From an optimization exercise on the open Yosys and OpenROAD flow, aimed at small area, a short achievable clock period and few clock cycles; shortcuts taken in it are not production practice. In this exercise RTL edits were held to simulation tests only and were not proved equivalent to the original.

File: design.v
module triangle_raster_ctrl #(
  parameter int unsigned COORD_W   = 12,
  parameter bit          INCLUSIVE = 1'b1
) (
  input  logic               clk,
  input  logic               rst,
  input  logic               start,
  input  logic [COORD_W-1:0] p1x,
  input  logic [COORD_W-1:0] p1y,
  input  logic [COORD_W-1:0] p2x,
  input  logic [COORD_W-1:0] p2y,
  input  logic [COORD_W-1:0] p3x,
  input  logic [COORD_W-1:0] p3y,
  output logic               busy,
  output logic               out_valid,
  input  logic               out_ready,
  output logic [COORD_W-1:0] out_x,
  output logic [COORD_W-1:0] out_y,
  output logic               done
);
  localparam int unsigned DW = COORD_W + 1;
  localparam int unsigned PW = 2 * COORD_W + 2;
  localparam int unsigned SW = 2 * COORD_W + 3;
  typedef logic [COORD_W-1:0] coord_t;
  typedef enum logic [2:0] {
    StIdle,
    StBbox,
    StEval0,
    StEval1,
    StEval2,
    StEmit,
    StDone
  } state_t;
  state_t       state_q, state_d;
  coord_t [2:0] vx_q, vx_d, vy_q, vy_d;
  coord_t       xmin_q, xmin_d, xmax_q, xmax_d, ymin_q, ymin_d, ymax_q, ymax_d;
  coord_t       x_q, x_d, y_q, y_d;
  coord_t       out_x_q, out_x_d, out_y_q, out_y_d;
  logic         acc_q, acc_d;
  function automatic coord_t min3(input coord_t a, input coord_t b, input coord_t c);
    coord_t m;
    m = (a < b) ? a : b;
    min3 = (c < m) ? c : m;
  endfunction
  function automatic coord_t max3(input coord_t a, input coord_t b, input coord_t c);
    coord_t m;
    m = (a > b) ? a : b;
    max3 = (c > m) ? c : m;
  endfunction
  coord_t ax, ay, bx, by;
  always_comb begin
    ax = vx_q[2];
    ay = vy_q[2];
    bx = vx_q[0];
    by = vy_q[0];
    if (state_q == StEval0) begin
      ax = vx_q[0];
      ay = vy_q[0];
      bx = vx_q[1];
      by = vy_q[1];
    end else if (state_q == StEval1) begin
      ax = vx_q[1];
      ay = vy_q[1];
      bx = vx_q[2];
      by = vy_q[2];
    end
  end
  logic signed [DW-1:0] dtx, day, dax, dty;
  logic signed [PW-1:0] prod_a, prod_b;
  logic signed [SW-1:0] s;
  logic                 pass;
  assign dtx    = $signed({1'b0, x_q}) - $signed({1'b0, bx});
  assign day    = $signed({1'b0, ay}) - $signed({1'b0, by});
  assign dax    = $signed({1'b0, ax}) - $signed({1'b0, bx});
  assign dty    = $signed({1'b0, y_q}) - $signed({1'b0, by});
  assign prod_a = PW'(dtx) * PW'(day);
  assign prod_b = PW'(dax) * PW'(dty);
  assign s      = SW'(prod_a) - SW'(prod_b);
  assign pass   = ~s[SW-1] & (INCLUSIVE | (|s));
  logic x_at_max, last;
  assign x_at_max = (x_q == xmax_q);
  assign last     = x_at_max && (y_q == ymax_q);
  always_comb begin
    state_d = state_q;
    vx_d    = vx_q;
    vy_d    = vy_q;
    xmin_d  = xmin_q;
    xmax_d  = xmax_q;
    ymin_d  = ymin_q;
    ymax_d  = ymax_q;
    x_d     = x_q;
    y_d     = y_q;
    out_x_d = out_x_q;
    out_y_d = out_y_q;
    acc_d   = acc_q;
    case (state_q)
      StIdle: begin
        if (start) begin
          vx_d    = {p3x, p2x, p1x};
          vy_d    = {p3y, p2y, p1y};
          state_d = StBbox;
        end
      end
      StBbox: begin
        xmin_d  = min3(vx_q[0], vx_q[1], vx_q[2]);
        xmax_d  = max3(vx_q[0], vx_q[1], vx_q[2]);
        ymin_d  = min3(vy_q[0], vy_q[1], vy_q[2]);
        ymax_d  = max3(vy_q[0], vy_q[1], vy_q[2]);
        x_d     = xmin_d;
        y_d     = ymin_d;
        state_d = StEval0;
      end
      StEval0: begin
        acc_d   = pass;
        state_d = StEval1;
      end
      StEval1: begin
        acc_d   = acc_q & pass;
        state_d = StEval2;
      end
      StEval2, StEmit: begin
        if (state_q == StEval2 && acc_q && pass) begin
          out_x_d = x_q;
          out_y_d = y_q;
          state_d = StEmit;
        end else if (state_q == StEval2 || out_ready) begin
          if (last) begin
            state_d = StDone;
          end else begin
            state_d = StEval0;
            if (!x_at_max) begin
              x_d = x_q + coord_t'(1);
            end else begin
              x_d = xmin_q;
              y_d = y_q + coord_t'(1);
            end
          end
        end
      end
      StDone:  state_d = StIdle;
      default: state_d = StIdle;
    endcase
  end
  always_ff @(posedge clk) begin
    if (rst) begin
      state_q <= StIdle;
      vx_q    <= '0;
      vy_q    <= '0;
      xmin_q  <= '0;
      xmax_q  <= '0;
      ymin_q  <= '0;
      ymax_q  <= '0;
      x_q     <= '0;
      y_q     <= '0;
      out_x_q <= '0;
      out_y_q <= '0;
      acc_q   <= 1'b0;
    end else begin
      state_q <= state_d;
      vx_q    <= vx_d;
      vy_q    <= vy_d;
      xmin_q  <= xmin_d;
      xmax_q  <= xmax_d;
      ymin_q  <= ymin_d;
      ymax_q  <= ymax_d;
      x_q     <= x_d;
      y_q     <= y_d;
      out_x_q <= out_x_d;
      out_y_q <= out_y_d;
      acc_q   <= acc_d;
    end
  end
  assign busy      = (state_q != StIdle);
  assign out_valid = (state_q == StEmit);
  assign done      = (state_q == StDone);
  assign out_x     = out_x_q;
  assign out_y     = out_y_q;
endmodule
File: run.sh
#!/bin/bash
# synth_recipe.tcl (not shown) runs the flow's synth.tcl, then flattens the netlist and writes it again
# the make line also repeats each setting of config.mk as NAME=value (left out here)
make -C /OpenROAD-flow-scripts/flow DESIGN_CONFIG=/design/flow/config.mk WORK_HOME=/design/flow/orfs CLKGATE_MAP_FILE= SYNTH_SCRIPT=/design/flow/synth_recipe.tcl finish
File: config.mk
export PLATFORM = sky130hd
export DESIGN_NAME = triangle_raster_ctrl
export DESIGN_NICKNAME = triangle_raster_ctrl
export VERILOG_FILES = /design/flow/design.v
export SDC_FILE = /design/flow/constraint.sdc
export NUM_CORES = 4
export LEC_CHECK = 0
export CAP_MARGIN = 20
export CORE_MARGIN = 2
export CORE_UTILIZATION = 40
export SLEW_MARGIN = 20
File: constraint.sdc
create_clock -name core_clock -period 10.0 [get_ports {clk}]
set_input_delay 2.0000 -clock core_clock [delete_from_list [all_inputs] [get_ports {clk}]]
set_output_delay 2.0000 -clock core_clock [all_outputs]
set_load 0.01 [all_outputs]
==> results.toml <==
[timing]
slew-limit-headroom_pct = 26.8
fin_ws_ns = 0.454
rsz0062_at_grt = "true"
fin_skew_ns = 0.0123
setup-violations-final = 0
final_max_slew_viol_count = 0
fmax_ghz = 0.105
worst_pin_slew_ns = 1.10
finalCriticalPeriod_ns = 9.55
hold_slack_ns = 0.458
period_share_pct = 95.5
finalHoldViolCount = 0

[placed_design]
port_buffers = 102
routabilityCongestion = 0.898
hpwl_mm = 60.6
dp.cells = 3971
placed_area_mm2 = 0.0283
post-place-ws_ns = 0.0644

[setup_path]
arrival_ns = 9.85
crit_path_start_kind = "flip-flop"
cpPeakStageDelay_ns = 0.61
cp_top_family = "adder cells"
cp-end-kind = "flip-flop"
worst_path_max_delay_cell = "fa_1"
crit_fanout = 16
crit_type = "flip-flop to flip-flop"
cp.required_ns = 10.30
crit_buf_inv = 6
cp_common_cell = "fa_1"

[global_route]
grt_most_used_layer = "met2"
grt_antenna_before_repair = 0
use_met2_pct = 37.1
met1_usage_pct = 31.4
overflow = 0
grt_max_degree = 103
grt_pass1_vias = 20900
use_met3_pct = 3.78
grt_pass1_wl_mm = 117
track_usage_pct = 22.7

[yosys]
synth_nets = 3697
yosys.area.top_type = "fa_1"
synth_cell_types = 80
syn_area_mm2 = 0.0255
ys_top_cells_by_count = "inv_1, fa_1, nand2_1, nor2_1, ha_1"
avgSynthCellArea_um2 = 8.50
synth_edf_count = 0
ys_seq_area_share_pct = 12.6
synthTopCellsByArea = "fa_1, dfxtp_1, ha_1"
yosysWarnings = 1
ys.flop_type = "dfxtp_1"
ys_ff_latch = 160
synth_async_sr_flop_share_pct = 0
yosysMostFrequentCell = "inv_1"
synthDominantCellAreaShare_pct = 30.7
netlist_instances = 3001

[clock_network]
cts_tree = "built"
clk_latency_ns = 0.45
cts-root-buf = "clkbuf_16"
cts_buffers = 17
htree_levels = 4
ctsHoldBuffers = 0
clock_sinks = 160
clk_pin_slew_worst_paths_ns = 0.06
clk_path_buf_depth = 2

[route]
drt_iter0_drc = 1516
viasPerCell = 5.14
wire_per_inst_um = 18.3
drt_wl_total_mm = 73.5
drc = 0
ant_nets = 0
dr_total_vias = 20600
first_pass_iters = 5

[final_layout]
final_area_mm2 = 0.0291
fin_cells = 4004
nFillCells = 6317
register_area_mm2 = 0.00321
diodes = 0
finalNetCount = 3842
syn_to_final_growth_pct = 14.0
multiInputGateArea_mm2 = 0.0200
drive_gt1_share_pct = 9.21

[floorplan]
dieArea_mm2 = 0.0658
core_area_mm2 = 0.0631
initial_utilization_pct = 40.5
io_pins = 103
die_y_um = 257
die_w_um = 257
fp-row-count = 92

[worst_hold_path]
hp-class = "flip-flop to flip-flop"

[outcome]
outcome = "timing/DRC/antenna clean"

[job]
maxCapViolCount = 0
path summary, 6_finish.rpt:
check | cells after the start | end | start | slack (ns)
setup / recovery | 34 | out_x_q[4] | state_q[2] | 0.45
hold / removal | 2 | xmin_q[6] | xmin_q[6] | 0.46
setup reg to reg | 34 | out_x_q[4] | state_q[2] | 0.45
hold reg to reg | 2 | xmin_q[6] | xmin_q[6] | 0.46
kinds of logic (layout without fill, tap and decap cells):
family	after synthesis	after routing	share of synthesized area (%)
DFF	160	160	12.6
buffers and inverters	634	791	9.62
AOI/OAI and AO/OA	411	411	9.80
muxes	145	145	5.78
xor gates and xnor gates	106	106	3.87
adders and majority gates	626	626	42.2
and+or+nand+nor	919	919	16.2
stage by stage:
step / util [%] / setup TNS [ns]
floorplan: - / 0
global placement: 44.9 / 0
detailed placement: 44.9 / 0
CTS: 45.8 / 0
global route: 46.1 / -0.0384
finish: 46.1 / 0
tightest hold or removal path, stage by stage, from the launching register on:
cell	delay [ns]
dfxtp_1	0.31
nand2_1	0.05
a21oi_1	0.05
metal layers:
metal  wire length (um)  vias to the layer above
met4               1290                        0
met5                  0                        -
met3               4530                       92
li1                   -                     9807
met1              33300                    10100
met2              34300                      601
layout by cell type (no fill, tap or decap), drive strengths merged, types with 37 or more instances in the layout:
cell / n
xnor2: 67
buf: 157
nor3: 39
nand2b: 83
clkdlybuf4s50: 101
dfxtp: 160
mux2i: 131
o21ai: 74
fa: 391
xor2: 38
ha: 229
nor2: 268
nand2: 355
a21oi: 199
nand3: 37
inv: 504
state kept, by name (all words and copies together), names as in the netlist:
| name | cells |
|---|---|
| acc_q | 1 |
| out_x_q | 12 |
| out_y_q | 12 |
| state_q | 3 |
| vx_q | 36 |
| vy_q | 36 |
| x_q | 12 |
| xmax_q | 12 |
| xmin_q | 12 |
| y_q | 12 |
| ymax_q | 12 |
repair_timing:
action | in CTS | in global routing
resized for setup | 0 | 55
buffers inserted | 1 | 1
pin swaps | 1 | 7
setup endpoints to repair | 2 | 51
area by class of cell:
cell class | count | share of cell area (%)
clock buffers | 20 | 1.57
inverters | 502 | 6.48
clock inverters | 11 | 0.447
multi-input cells | 2207 | 68.9
well taps | 846 | 3.64
repair buffers | 258 | 7.95
flip-flops and latches | 160 | 11.0
Testbench counts, summed over its fixed seeds: cycles 230,147.

==> static timing again, ports no longer ideal <==
In the flow no input, the clock included, has a driving cell. The finished layout below was timed again as built, in two steps.
Step 1 sets driving cells, clkbuf_16 on the clock port and buf_2 on the other inputs (assumed; they add their load-dependent delay and slew).
Step 2 moves the port delays by t, midway between the first and last clock arrival at a register: inputs arrive t later, outputs are due t later. That takes back most of the time a late clock gives input paths.
a / b / c = no drivers / after step 1 / after step 2; a / b = the first two.
shift t [ns]: 0.491
setup WS [ns]: 0.454 / 0.454 / 0.454
worst data-port slew with drivers (ns): 0.05
pins driven straight from the clock port: 1
After both steps this run still meets setup and hold. The setup slack of this run moves by 0.000 ns with the drivers and by 0.000 ns with both steps.
